This design comes from an exercise in tuning for small area, a short achievable clock period and few clock cycles per item on the open sky130 flow, not from production work. Only simulation tests tie the RTL to the original design; equivalence was not proved. Power figures rest on the tool's default switching activity, not on a simulated workload.

red:
==> flow/design.v <==
`timescale 1ns / 1ps
`default_nettype none
package rcpm_pkg;
    localparam int LAYERS_DEF         = 3;
    localparam int LEDS_PER_LAYER_DEF = 9;
    localparam int DRIVE_W  = 27;
    localparam int SELECT_W = 3;
    localparam logic [7:0] PERIOD_RESET = 8'd255;
    localparam logic CMD_TICK  = 1'b0;
    localparam logic CMD_WRITE = 1'b1;
    localparam int COLOUR_W = 24;
    localparam int IN_W        = 31;
    localparam int IN_CMD      = 30;
    localparam int IN_LAYER_LO = 28;
    localparam int IN_LED_LO   = 24;
    localparam int OUT_W = 38;
endpackage
`default_nettype wire
`timescale 1ns / 1ps
`default_nettype none
module rcpm_colour_store #(
    parameter int LAYERS         = rcpm_pkg::LAYERS_DEF,
    parameter int LEDS_PER_LAYER = rcpm_pkg::LEDS_PER_LAYER_DEF
) (
    input  wire logic                         aclk,
    input  wire logic                         aresetn,
    input  wire logic                         wr_en,
    input  wire logic [1:0]                   wr_layer,
    input  wire logic [3:0]                   wr_led,
    input  wire logic [23:0]                  wr_colour,
    input  wire logic [LAYERS-1:0]            rd_layer_oh,
    output logic [LEDS_PER_LAYER*24-1:0]      rd_row
);
    localparam int ROW_W = LEDS_PER_LAYER * 24;
    logic [LAYERS*ROW_W-1:0] store_reg;
    logic [23:0]             wdata;
    assign wdata = wr_colour & {24{aresetn}};
    for (genvar l = 0; l < LAYERS; l++) begin : g_layer
        for (genvar i = 0; i < LEDS_PER_LAYER; i++) begin : g_led
            logic en;
            assign en = !aresetn || (wr_en && (wr_layer == 2'(l)) && (wr_led == 4'(i)));
            always_ff @(posedge aclk) begin
                if (en) begin
                    store_reg[(l*ROW_W + i*24) +: 24] <= wdata;
                end
            end
        end
    end
    always_comb begin
        rd_row = '0;
        for (int l = 0; l < LAYERS; l++) begin
            rd_row = rd_row | (store_reg[l*ROW_W +: ROW_W] & {ROW_W{rd_layer_oh[l]}});
        end
    end
endmodule
`default_nettype wire
`timescale 1ns / 1ps
`default_nettype none
module rcpm_compare #(
    parameter int LEDS_PER_LAYER = rcpm_pkg::LEDS_PER_LAYER_DEF
) (
    input  wire logic [7:0]                      pos,
    input  wire logic [LEDS_PER_LAYER*24-1:0]    row,
    output logic [rcpm_pkg::DRIVE_W-1:0]         drive_bits
);
    localparam int BW = 3 * LEDS_PER_LAYER;
    logic [BW-1:0] raw;
    function automatic logic lt8(input logic [7:0] p, input logic [7:0] c);
        logic r;
        r = 1'b0;
        for (int k = 0; k < 8; k++) begin
            r = (c[k] & ~p[k]) | ((c[k] | ~p[k]) & r);
        end
        lt8 = r;
    endfunction
    for (genvar i = 0; i < LEDS_PER_LAYER; i++) begin : g_led
        assign raw[3*i]   = lt8(pos, row[i*24 + 16 +: 8]);
        assign raw[3*i+1] = lt8(pos, row[i*24 + 8 +: 8]);
        assign raw[3*i+2] = lt8(pos, row[i*24 +: 8]);
    end
    assign drive_bits = rcpm_pkg::DRIVE_W'(raw);
endmodule
`default_nettype wire
`timescale 1ns / 1ps
`default_nettype none
module rcpm_pwm_counter #(
    parameter int LAYERS = rcpm_pkg::LAYERS_DEF
) (
    input  wire logic              aclk,
    input  wire logic              aresetn,
    input  wire logic              cfg_wr_en,
    input  wire logic [7:0]        cfg_wr_data,
    input  wire logic              tick,
    input  wire logic              recalc,
    input  wire logic [7:0]        pos_cur,
    input  wire logic [LAYERS-1:0] layer_cur_oh,
    output logic [7:0]             pos_next,
    output logic [LAYERS-1:0]      layer_next_oh
);
    logic [7:0]        pm1_reg;
    logic              low_reg;
    logic              wrap;
    logic [7:0]        base_pos;
    logic [LAYERS-1:0] base_layer;
    logic [7:0]        step_pos;
    logic [LAYERS-1:0] step_layer;
    always_comb begin
        if (recalc) begin
            wrap       = low_reg || (pos_cur >= pm1_reg);
            base_pos   = pos_cur;
            base_layer = layer_cur_oh;
        end else begin
            wrap       = low_reg || (pos_next == pm1_reg);
            base_pos   = pos_next;
            base_layer = layer_next_oh;
        end
        step_pos   = wrap ? 8'd0 : base_pos + 8'd1;
        step_layer = wrap ? {base_layer[LAYERS-2:0], base_layer[LAYERS-1]} : base_layer;
    end
    always_ff @(posedge aclk) begin
        if (!aresetn) begin
            pm1_reg       <= rcpm_pkg::PERIOD_RESET - 8'd1;
            low_reg       <= 1'b0;
            pos_next      <= 8'd1;
            layer_next_oh <= LAYERS'(1);
        end else begin
            if (cfg_wr_en) begin
                pm1_reg <= cfg_wr_data - 8'd1;
                low_reg <= cfg_wr_data <= 8'd1;
            end
            if (tick || recalc) begin
                pos_next      <= step_pos;
                layer_next_oh <= step_layer;
            end
        end
    end
endmodule
`default_nettype wire
`timescale 1ns / 1ps
`default_nettype none
module rgb_cube_pwm_multiplexer #(
    parameter int LAYERS         = rcpm_pkg::LAYERS_DEF,
    parameter int LEDS_PER_LAYER = rcpm_pkg::LEDS_PER_LAYER_DEF
) (
    input  wire logic          aclk,
    input  wire logic          aresetn,
    input  wire logic          cfg_wr_en,
    input  wire logic [7:0]    cfg_wr_data,
    input  wire logic          s_valid,
    output logic               s_ready,
    input  wire logic [30:0]   s_data,
    output logic               m_valid,
    input  wire logic          m_ready,
    output logic [37:0]        m_data
);
    logic                         ready_reg;
    logic                         pend_reg;
    logic                         recalc_reg;
    logic                         out_valid_reg;
    logic [26:0]                  drive_reg;
    logic [LAYERS-1:0]            sel_reg;
    logic [7:0]                   pos_reg;
    logic                         acc;
    logic                         acc_tick;
    logic                         acc_write;
    logic                         want;
    logic                         load;
    logic                         pend_d;
    logic [7:0]                   pos_next;
    logic [LAYERS-1:0]            layer_next_oh;
    logic [LEDS_PER_LAYER*24-1:0] row;
    logic [rcpm_pkg::DRIVE_W-1:0] drive_bits;
    assign acc       = s_valid && ready_reg;
    assign acc_tick  = acc && (s_data[rcpm_pkg::IN_CMD] == rcpm_pkg::CMD_TICK);
    assign acc_write = acc && (s_data[rcpm_pkg::IN_CMD] == rcpm_pkg::CMD_WRITE);
    assign want      = acc_tick || pend_reg;
    assign load      = want && (!out_valid_reg || m_ready);
    assign pend_d    = want && out_valid_reg && !m_ready;
    rcpm_colour_store #(
        .LAYERS         (LAYERS),
        .LEDS_PER_LAYER (LEDS_PER_LAYER)
    ) u_store (
        .aclk        (aclk),
        .aresetn     (aresetn),
        .wr_en       (acc_write),
        .wr_layer    (s_data[rcpm_pkg::IN_LAYER_LO +: 2]),
        .wr_led      (s_data[rcpm_pkg::IN_LED_LO +: 4]),
        .wr_colour   (s_data[23:0]),
        .rd_layer_oh (layer_next_oh),
        .rd_row      (row)
    );
    rcpm_pwm_counter #(
        .LAYERS (LAYERS)
    ) u_counter (
        .aclk          (aclk),
        .aresetn       (aresetn),
        .cfg_wr_en     (cfg_wr_en),
        .cfg_wr_data   (cfg_wr_data),
        .tick          (load),
        .recalc        (recalc_reg),
        .pos_cur       (pos_reg),
        .layer_cur_oh  (sel_reg),
        .pos_next      (pos_next),
        .layer_next_oh (layer_next_oh)
    );
    rcpm_compare #(
        .LEDS_PER_LAYER (LEDS_PER_LAYER)
    ) u_compare (
        .pos        (pos_next),
        .row        (row),
        .drive_bits (drive_bits)
    );
    always_ff @(posedge aclk) begin
        if (!aresetn) begin
            ready_reg     <= 1'b1;
            pend_reg      <= 1'b0;
            recalc_reg    <= 1'b0;
            out_valid_reg <= 1'b0;
        end else begin
            ready_reg     <= !pend_d && !cfg_wr_en;
            pend_reg      <= pend_d;
            recalc_reg    <= cfg_wr_en;
            out_valid_reg <= load || (out_valid_reg && !m_ready);
        end
    end
    always_ff @(posedge aclk) begin
        if (!aresetn) begin
            sel_reg <= LAYERS'(1);
            pos_reg <= 8'd0;
        end else if (load) begin
            sel_reg <= layer_next_oh;
            pos_reg <= pos_next;
        end
    end
    always_ff @(posedge aclk) begin
        if (!aresetn) begin
            drive_reg <= '0;
        end else if (!out_valid_reg || m_ready) begin
            drive_reg <= drive_bits;
        end
    end
    assign s_ready = ready_reg;
    assign m_valid = out_valid_reg;
    assign m_data  = {drive_reg, sel_reg, pos_reg};
endmodule
`default_nettype wire
Settings: LEC_CHECK=0, CAP_MARGIN=20, CORE_MARGIN=2, CORE_UTILIZATION=40, CTS_CLUSTER_DIAMETER=100, CTS_CLUSTER_SIZE=20, SETUP_SLACK_MARGIN=3.3, SLEW_MARGIN=20; clock period 5.5 ns.
standard.sh (not shown) runs the stock make flow with config.mk's settings and CLKGATE_MAP_FILE= SYNTH_SCRIPT=/design/flow/synth_recipe.tcl, a recipe that flattens the netlist after the stock synthesis.
==> flow/flow/run.sh <==
#!/bin/bash
# The standard layout with two changes:
# - plain buf_2 cells as the port buffers (instead of the delay cells the port-buffering step
#   otherwise picks);
# - after the placement resizer, each net that drives more than 14 loads, most of them register enable (DE) or data (D) pins,
#   is split by place into groups, each driven by its own buffer (post_resize.tcl), so the
#   write enables of the colour store reach their flip-flops in time.
# Each tool's output goes to its log under orfs/logs; the whole make run is also kept in
# standard.log.
set -euo pipefail
export BUFFER_PORTS_ARGS="-buffer_cell sky130_fd_sc_hd__buf_2"
export POST_RESIZE_TCL="$PWD/flow/post_resize.tcl"
export FO_MAX=14
export FO_BUF=sky130_fd_sc_hd__buf_2
export FO_PIN="DE D"
bash standard.sh > standard.log 2>&1
==> flow/flow/post_resize.tcl <==
# Split high-fanout signal nets: group each net's loads by place into groups of at most
# FANOUT_MAX and drive each group from its own buffer at the group's centre.
proc fo_split_net {net maxfo bufcell} {
  set loads {}
  foreach it [$net getITerms] {
    if {[$it isInputSignal]} {
      set inst [$it getInst]
      lassign [$inst getLocation] x y
      lappend loads [list $x $y "[$inst getName]/[[$it getMTerm] getName]"]
    }
  }
  set n [llength $loads]
  if {$n <= $maxfo} { return 0 }
  set g [expr {int(ceil(double($n) / $maxfo))}]
  set strips [expr {max(1, int(round(sqrt($g))))}]
  set per_strip [expr {int(ceil(double($n) / $strips))}]
  set loads [lsort -integer -index 0 $loads]
  set made 0
  for {set s 0} {$s < $strips} {incr s} {
    set strip [lrange $loads [expr {$s * $per_strip}] [expr {($s + 1) * $per_strip - 1}]]
    set strip [lsort -integer -index 1 $strip]
    set m [llength $strip]
    set k [expr {int(ceil(double($m) / $maxfo))}]
    set per [expr {int(ceil(double($m) / $k))}]
    for {set i 0} {$i < $m} {incr i $per} {
      set grp [lrange $strip $i [expr {$i + $per - 1}]]
      set sx 0; set sy 0; set pins {}
      foreach l $grp { set sx [expr {$sx + [lindex $l 0]}]; set sy [expr {$sy + [lindex $l 1]}]; lappend pins [get_pins [lindex $l 2]] }
      set dbu [[ord::get_db_tech] getDbUnitsPerMicron]
      set cx [expr {double($sx) / [llength $grp] / $dbu}]
      set cy [expr {double($sy) / [llength $grp] / $dbu}]
      insert_buffer -buffer_cell $bufcell -net [$net getName] -load_pins $pins -location [list $cx $cy]
      incr made
    }
  }
  return $made
}

proc fo_split_all {maxfo bufcell {pinpat *}} {
  set total 0
  set nets {}
  foreach net [[ord::get_db_block] getNets] {
    if {[$net getSigType] ne "SIGNAL"} continue
    if {[$net isSpecial]} continue
    set nl 0
    set np 0
    foreach it [$net getITerms] {
      if {[$it isInputSignal]} {
        incr nl
        set mt [[$it getMTerm] getName]
        foreach pp $pinpat { if {[string match $pp $mt]} { incr np; break } }
      }
    }
    if {$nl > $maxfo && 2 * $np >= $nl} { lappend nets $net }
  }
  foreach net $nets {
    # skip the clock
    set drv [$net getFirstOutput]
    if {[string match -nocase "*clk*" [$net getName]]} continue
    incr total [fo_split_net $net $maxfo $bufcell]
  }
  puts "fanout split: [llength $nets] nets, $total buffers"
}

fo_split_all $::env(FO_MAX) $::env(FO_BUF) $::env(FO_PIN)
Testbench counts of red, summed over its fixed seeds: cycles 16,384, items 16,360.
Here is what was changed in the inputs of blue compared with red.
Settings: a change of SETUP_SLACK_MARGIN from 3.3 to 3.25.
--- a/flow/flow/run.sh
+++ b/flow/flow/run.sh
@@ -5 +5 @@
-# - after the placement resizer, each net that drives more than 14 loads, most of them register enable (DE) or data (D) pins,
+# - after the placement resizer, each net that drives more than 14 register enable (DE) pins
@@ -15 +15 @@
-export FO_PIN="DE D"
+export FO_PIN=DE
--- a/flow/flow/post_resize.tcl
+++ b/flow/flow/post_resize.tcl
@@ -50,2 +50 @@
-        set mt [[$it getMTerm] getName]
-        foreach pp $pinpat { if {[string match $pp $mt]} { incr np; break } }
+        if {[string match $pinpat [[$it getMTerm] getName]]} { incr np }
==> comparison <==
- Source-to-sink clock delay at the later pin of the worst-skew pair: blue vs red — no meaningful difference
- [compare] base=red new=blue: total global-route track usage decreased 1.3 points, power per unit of standard cell area grew by 3.8 mW/mm².
- Relative contribution of combinational cells to total power was higher in the run labelled red.
- Relative to red, the multi-input gate share of total cell area of blue is higher by 0.19 points.
- Delta (blue minus red): met1 track utilization from global routing went down; worst hold slack about even; count of clock-net buffers in the final layout climbed 2.
- Diff red..blue | area occupied by registers | negligible

-- static timing again, ports no longer ideal --
No port has a modelled driver above. Below, the same layouts with a new extraction and two added sets of constraints.
Step 1 sets driving cells, clkbuf_16 on the clock port and buf_2 on the other inputs (assumed; they add their load-dependent delay and slew).
Step 2 moves the port delays by t, midway between the first and last clock arrival at a register: inputs arrive t later, outputs are due t later. That takes back most of the time a late clock gives input paths.
Three values: ideal, step 1, step 2; two values: the first two.
| run | t, ns | setup slack, ns | worst setup path after step 2 |
|---|---|---|---|
| red | 0.651 | 3.252 / 3.188 / 2.690 | input to register |
| blue | 0.656 | 3.254 / 3.190 / 2.641 | input to register |
After both steps setup and hold are still met in every run listed. The setup slack of blue, which loses most, moves by -0.064 ns with the drivers and by -0.613 ns with both steps.
